This design comes from an exercise in tuning for small area, a short achievable clock period and few clock cycles on the open sky130 flow, not from production work.
RTL that was checked went through simulation tests only; none was proved equivalent to the original.
No driver is modelled on the clock port, so clocking that relies on it looks cheaper here than on a real chip.
Power is estimated from default activity; no workload was simulated.

## rev 12
// round_robin_thread_scheduler
module round_robin_thread_scheduler
#(
  parameter int MAX_THREADS = 16
) (
  input  wire logic        clk_i,
  input  wire logic        rst_ni,
  input  wire logic        in_valid_i,
  output logic             in_stall_o,
  input  wire logic [2:0]  mode_i,
  input  wire logic [3:0]  thread_id_i,
  input  wire logic [15:0] sleep_quanta_i,
  output logic             out_valid_o,
  input  wire logic        out_stall_i,
  output logic [1:0]       status_o,
  output logic [31:0]      result_value_o,
  output logic [3:0]       running_thread_o,
  output logic             running_valid_o,
  output logic [31:0]      total_quanta_o
);
Settings: LEC_CHECK=0, CAP_MARGIN=20, CORE_MARGIN=2, CORE_UTILIZATION=60, PLACE_DENSITY=0.7, SLEW_MARGIN=20, TNS_END_PERCENT=0; clock period 12.0 ns.
standard.sh (not shown) runs the stock make flow with config.mk's settings and CLKGATE_MAP_FILE= SYNTH_SCRIPT=/design/flow/synth_recipe.tcl, a recipe that flattens the netlist after the stock synthesis.
==> flow/flow/run.sh <==
#!/bin/bash
# Standard layout with a tighter setup repair target (the clock stays at the design's period),
# a clock tree of smaller buffers, larger sink clusters and no dummy loads, and port buffers
# sized up before clock tree synthesis.
cp standard.sh standard_copy.txt
export SETUP_SLACK_MARGIN=${SETUP_SLACK_MARGIN_OVERRIDE:-8.4}
export CTS_ARGS="-sink_clustering_enable -repair_clock_nets -dont_use_dummy_load -sink_clustering_size 22 -sink_clustering_max_diameter 100 -buf_list {sky130_fd_sc_hd__clkbuf_16}"
export PRE_CTS_TCL=$PWD/flow/iobuf.tcl
bash standard.sh > standard.log 2>&1
==> flow/flow/iobuf.tcl <==
# Size up the port buffers: the standard flow leaves slow delay cells or small buffers on the
# ports whose paths already meet the repair target.
proc iobuf_fix { inst } {
  set cell [get_property $inst ref_name]
  if { [string match "*dly*" $cell] || [string match "*__buf_1" $cell] || [string match "*__buf_2" $cell] } {
    puts "iobuf: [get_full_name $inst] $cell -> sky130_fd_sc_hd__buf_4"
    replace_cell [get_full_name $inst] sky130_fd_sc_hd__buf_4
  }
}
foreach port [all_outputs] {
  set net [get_nets -quiet [get_full_name $port]]
  if { $net == "" } { continue }
  foreach pin [get_pins -quiet -of_objects $net -filter "direction == output"] {
    iobuf_fix [get_cells -of_objects $pin]
  }
}
foreach port [all_inputs] {
  set name [get_full_name $port]
  if { $name == "clk_i" } { continue }
  set net [get_nets -quiet $name]
  if { $net == "" } { continue }
  foreach pin [get_pins -quiet -of_objects $net -filter "direction == input"] {
    iobuf_fix [get_cells -of_objects $pin]
  }
}
Rev 12 completed; timing, DRC and antenna clean
Testbench counts of rev 12, summed over its fixed seeds: cycles 49,907.
Input changes introduced in rev 13 (baseline for comparison: rev 12):
--- a/flow/design.v
+++ b/flow/design.v
@@ -114,13 +114,13 @@
   assign is_slp   = mode_i == rrts_pkg::MODE_SLEEP;
   assign is_qry   = mode_i == rrts_pkg::MODE_QUERY;
   logic usedt, runt, slp_ok, swx, sw;
   assign usedt  = used_q[thread_id_i];
   assign runt   = curv_q & (cur_q == thread_id_i);
   assign slp_ok = curv_q & (cur_q != 4'd0);
-  assign swx    = ((is_term | is_blk) & usedt & runt) | (is_slp & slp_ok);
+  assign swx    = ((is_term | is_blk) & runt) | (is_slp & slp_ok);
   assign sw     = is_tick | swx;
   logic [1:0] st_d;
   always_comb begin
     st_d = rrts_pkg::STAT_OK;
     if (is_spawn && !anyfree) st_d = rrts_pkg::STAT_NO_FREE;
     if ((is_term || is_blk || is_res || is_qry) && !usedt) st_d = rrts_pkg::STAT_NO_THR;
@@ -145,23 +145,22 @@
   always_comb begin
     rsel_d = '0;
     if (is_qry) rsel_d[thread_id_i] = 1'b1;
     else if ((is_tick || swx) && qne) rsel_d = head_oh;
     else if (!swx && curv_q) rsel_d[cur_q] = 1'b1;
   end
-  logic [16:0] dsum_q;
-  logic        dovf_q, fwq_q;
-  always_ff @(posedge clk_i) begin
-    dsum_q <= {1'b0, gq_q[15:0]} + {1'b0, sleep_quanta_i};
-    dovf_q <= &gq_q[31:16];
-    fwq_q  <= (sleep_quanta_i[15:1] == 15'd0) | (&gq_q[31:1]);
+  logic [15:0] qm2_q;
+  logic        fwq_q;
+  always_ff @(posedge clk_i) begin
+    qm2_q <= sleep_quanta_i - 16'd2;
+    fwq_q <= (sleep_quanta_i[15:1] == 15'd0) | (&gq_q[31:1]);
   end
   logic [N-1:0] dhit_q;
   always_ff @(posedge clk_i) begin
     dhit_q[0] <= 1'b0;
-    for (int i = 1; i < N; i++) dhit_q[i] <= dl_q[i] == gq_inc[15:0];
+    for (int i = 1; i < N; i++) dhit_q[i] <= dl_q[i] == gq_q[15:0];
   end
   always_ff @(posedge clk_i or negedge rst_ni) begin
     if (!rst_ni) begin
       ov_q   <= 1'b0;
       stall_q <= 1'b0;
       qry_q  <= 1'b0;
@@ -199,15 +198,18 @@
     term_q  <= accept & is_term & usedt;
     blk_q   <= accept & is_blk & usedt;
     res_q   <= accept & is_res & usedt;
     slpc_q  <= accept & is_slp & slp_ok;
     tgt_q   <= is_spawn ? fid : ((is_tick | is_slp) ? cur_q : thread_id_i);
   end
-  logic        fw;
+  logic        fw, dsat;
+  logic [16:0] dsum;
   logic [15:0] dl_d;
-  assign dl_d = dsum_q[15:0] | {16{dsum_q[16] & dovf_q}};
+  assign dsum = {1'b0, gq_q[15:0]} + {1'b0, qm2_q};
+  assign dsat = (dsum[16] | (&dsum[15:0])) & (&gq_q[31:16]);
+  assign dl_d = dsat ? 16'hFFFE : dsum[15:0];
   assign fw   = slpc_q & fwq_q;
   always_ff @(posedge clk_i) begin
     for (int i = 1; i < N; i++)
       if (slpc_q && tgt_q == 4'(i)) dl_q[i] <= dl_d;
   end
   logic [N-1:0] tsel, wake, push, rqsel;
@@ -266,11 +268,19 @@
     for (int i = 1; i < N; i++)
       if (pwe[i]) ptq_q[i] <= pwd;
   end
   assign out_valid_o      = ov_q;
   assign status_o         = st_q;
   assign result_value_o   = val_q;
-  assign running_thread_o = cur_q;
-  assign running_valid_o  = curv_q;
-  assign total_quanta_o   = gq_q;
+  logic [3:0]  curo_q;
+  logic        curvo_q;
+  logic [31:0] gqo_q;
+  always_ff @(posedge clk_i) begin
+    curo_q  <= accept ? cur_d : cur_q;
+    curvo_q <= accept ? curv_d : curv_q;
+    gqo_q   <= (accept && sw) ? gq_inc : gq_q;
+  end
+  assign running_thread_o = curo_q;
+  assign running_valid_o  = curvo_q;
+  assign total_quanta_o   = gqo_q;
 endmodule
 `default_nettype wire
==> notes.md <==
Per the final summary, rev 13 finished and its layout is clean on timing, DRC and antenna. Of rev 13 and rev 12, it is rev 13 that has the lower design area. Against rev 12, routed via count in rev 13 came out better. For the vertical die dimension, rev 13 came in 1.5% lower than rev 12 did. Rev 13 against rev 12; core outline area is down by a few percent. NOTE: power share of the combinational group in rev 13 falls short of that of rev 12. Area of the die came out lower on rev 13 than on rev 12. Rev 13 against rev 12: per-cell via count in the routed design -4.8%; placed standard-cell area -3.1%; growth of design area from synthesis to finish -1.1 points; register-to-register slack -0.08 ns.
Function not checked in rev 13: the RTL went through the layout flow alone.

---

round_robin_thread_scheduler, a different RTL version from the one above (not shown whole).
For scale: ~3600 cells after synthesis, roughly 100 I/O pins.
==> flow/config.mk <==
export PLATFORM = sky130hd
export DESIGN_NAME = round_robin_thread_scheduler
export DESIGN_NICKNAME = round_robin_thread_scheduler
export VERILOG_FILES = /design/flow/design.v
export SDC_FILE = /design/flow/constraint.sdc
export NUM_CORES = 8
export LEC_CHECK = 0
export CAP_MARGIN = 20
export CORE_MARGIN = 2
export CORE_UTILIZATION = 52
export PLACE_DENSITY = 0.62
export SLEW_MARGIN = 50
export TNS_END_PERCENT = 0
==> flow/constraint.sdc <==
create_clock -name core_clock -period 12.0 [get_ports {clk_i}]
set_input_delay 2.4000 -clock core_clock [delete_from_list [all_inputs] [get_ports {clk_i}]]
set_output_delay 2.4000 -clock core_clock [all_outputs]
set_load 0.01 [all_outputs]
==> flow/flow/run.sh <==
#!/bin/bash
# Standard layout with a tighter setup repair target (the clock stays at the design's period),
# a clock tree of fewer buffers and no dummy loads, port buffers sized up before clock tree
# synthesis, and cells stepped down in size after it wherever the worst slack allows.
cp standard.sh standard_copy.txt
export SETUP_SLACK_MARGIN=${SETUP_SLACK_MARGIN_OVERRIDE:-8.6}
export CTS_ARGS="-sink_clustering_enable -repair_clock_nets -dont_use_dummy_load -sink_clustering_size 22 -sink_clustering_max_diameter 100 -buf_list {sky130_fd_sc_hd__clkbuf_16}"
export PRE_CTS_TCL=$PWD/flow/iobuf.tcl
export POST_CTS_TCL=$PWD/flow/downsize.tcl
bash standard.sh > standard.log 2>&1
Scripts as last shown in full above: flow/flow/iobuf.tcl
Other scripts of this flow, unchanged in this note and not shown: flow/flow/downsize.tcl
The starting point completed with no timing, DRC or antenna violations.
==> next run, changes <==
--- a/flow/design.v
+++ b/flow/design.v
@@ -107,25 +107,21 @@
   rrts_sat_inc u_ginc (.a_i(gq_q), .inc_o(gq_inc));
   logic is_tick, is_spawn, is_term, is_blk, is_res, is_slp, is_qry;
   assign is_tick  = mode_i == rrts_pkg::MODE_TICK;
   assign is_spawn = mode_i == rrts_pkg::MODE_SPAWN;
   assign is_term  = mode_i == rrts_pkg::MODE_TERM;
   assign is_blk   = mode_i == rrts_pkg::MODE_BLOCK;
   assign is_res   = mode_i == rrts_pkg::MODE_RESUME;
   assign is_slp   = mode_i == rrts_pkg::MODE_SLEEP;
   assign is_qry   = mode_i == rrts_pkg::MODE_QUERY;
   logic usedt, runt, slp_ok, swx, sw;
-  logic [N-1:0] tid_oh;
-  always_comb begin
-    for (int i = 0; i < N; i++) tid_oh[i] = thread_id_i == 4'(i);
-  end
-  assign usedt  = |(used_q & tid_oh);
+  assign usedt  = used_q[thread_id_i];
   assign runt   = curv_q & (cur_q == thread_id_i);
   assign slp_ok = curv_q & (cur_q != 4'd0);
   assign swx    = ((is_term | is_blk) & runt) | (is_slp & slp_ok);
   assign sw     = is_tick | swx;
   logic [1:0] st_d;
   always_comb begin
     st_d = rrts_pkg::STAT_OK;
     if (is_spawn && !anyfree) st_d = rrts_pkg::STAT_NO_FREE;
     if ((is_term || is_blk || is_res || is_qry) && !usedt) st_d = rrts_pkg::STAT_NO_THR;
     if (is_slp && !curv_q) st_d = rrts_pkg::STAT_NO_THR;
@@ -150,25 +146,20 @@
     rsel_d = '0;
     if (is_qry) rsel_d[thread_id_i] = 1'b1;
     else if ((is_tick || swx) && qne) rsel_d = head_oh;
     else if (!swx && curv_q) rsel_d[cur_q] = 1'b1;
   end
   logic [15:0] qm2_q;
   logic        fwq_q;
   always_ff @(posedge clk_i) begin
     qm2_q <= sleep_quanta_i - 16'd2;
     fwq_q <= (sleep_quanta_i[15:1] == 15'd0) | (&gq_q[31:1]);
-  end
-  logic [15:0] gqa_q;
-  always_ff @(posedge clk_i) begin
-    if (!rst_ni) gqa_q <= gq_q[15:0];
-    else if (accept && sw) gqa_q <= gq_inc[15:0];
   end
   logic [N-1:0] dhit_q;
   always_ff @(posedge clk_i) begin
     dhit_q[0] <= 1'b0;
     for (int i = 1; i < N; i++) dhit_q[i] <= dl_q[i] == gq_q[15:0];
   end
   always_ff @(posedge clk_i or negedge rst_ni) begin
     if (!rst_ni) begin
       ov_q   <= 1'b0;
       stall_q <= 1'b0;
@@ -206,21 +197,21 @@
     spawn_q <= accept & is_spawn & anyfree;
     term_q  <= accept & is_term & usedt;
     blk_q   <= accept & is_blk & usedt;
     res_q   <= accept & is_res & usedt;
     slpc_q  <= accept & is_slp & slp_ok;
     tgt_q   <= is_spawn ? fid : ((is_tick | is_slp) ? cur_q : thread_id_i);
   end
   logic        fw, dsat;
   logic [16:0] dsum;
   logic [15:0] dl_d;
-  assign dsum = {1'b0, gqa_q} + {1'b0, qm2_q};
+  assign dsum = {1'b0, gq_q[15:0]} + {1'b0, qm2_q};
   assign dsat = (dsum[16] | (&dsum[15:0])) & (&gq_q[31:16]);
   assign dl_d = dsat ? 16'hFFFE : dsum[15:0];
   assign fw   = slpc_q & fwq_q;
   always_ff @(posedge clk_i) begin
     for (int i = 1; i < N; i++)
       if (slpc_q && tgt_q == 4'(i)) dl_q[i] <= dl_d;
   end
   logic [N-1:0] tsel, wake, push, rqsel;
   always_comb begin
     for (int i = 0; i < N; i++) begin
Effect: Setup slack improved by 0.12 ns; final cell count came out higher slightly; design area is higher slightly; die area came out higher slightly; wire length increases by a few percent; utilization went up by 0.45 points; total power is higher by a few percent; synthesized area went up slightly; maximum frequency rose by a few percent; synthesized cell count rose slightly; sequential power goes up by a few percent; clock power is about the same; worst hold slack improved by 0.0077 ns.
Testbench counts after the change, summed over its fixed seeds: cycles 49,907.
Only the layout flow was run in the first run of this note; the RTL was not checked for function there.

-- static timing again, ports no longer ideal --
Ports are ideal in the flow. The routed layouts listed here were re-timed in OpenROAD. Step 1: set_driving_cell puts a clkbuf_16 on clk_i and a buf_2 on each other input, an assumption about the parent block. Step 2 also shifts input and output timing later by t, the mid clock arrival at the registers, as if the neighbouring blocks saw the same clock. a / b / c = no drivers / after step 1 / after step 2; a / b = the first two.
run | t, ns | setup WS [ns] | latest minus earliest clock arrival (ns) | slew at the worst register clock pin (ns) | worst slew at a driven data input, ns
rev 12 | 0.705 | 8.046 / 8.026 / 7.375 | 0.049 / 0.048 | 0.10 / 0.10 | 0.06
rev 13 | 0.710 | 7.966 / 7.966 / 7.269 | 0.079 / 0.080 | 0.10 / 0.10 | 0.17
the first run of note 2 | 0.711 | 8.129 / 8.075 / 7.397 | 0.069 / 0.069 | 0.10 / 0.10 | 0.14
the second run of note 2 | 0.739 | 8.248 / 8.175 / 7.585 | 0.066 / 0.066 | 0.10 / 0.10 | 0.14
After both steps setup and hold are still met in every run listed. The setup slack of the first run of note 2, which loses most, moves by -0.054 ns with the drivers and by -0.732 ns with both steps.
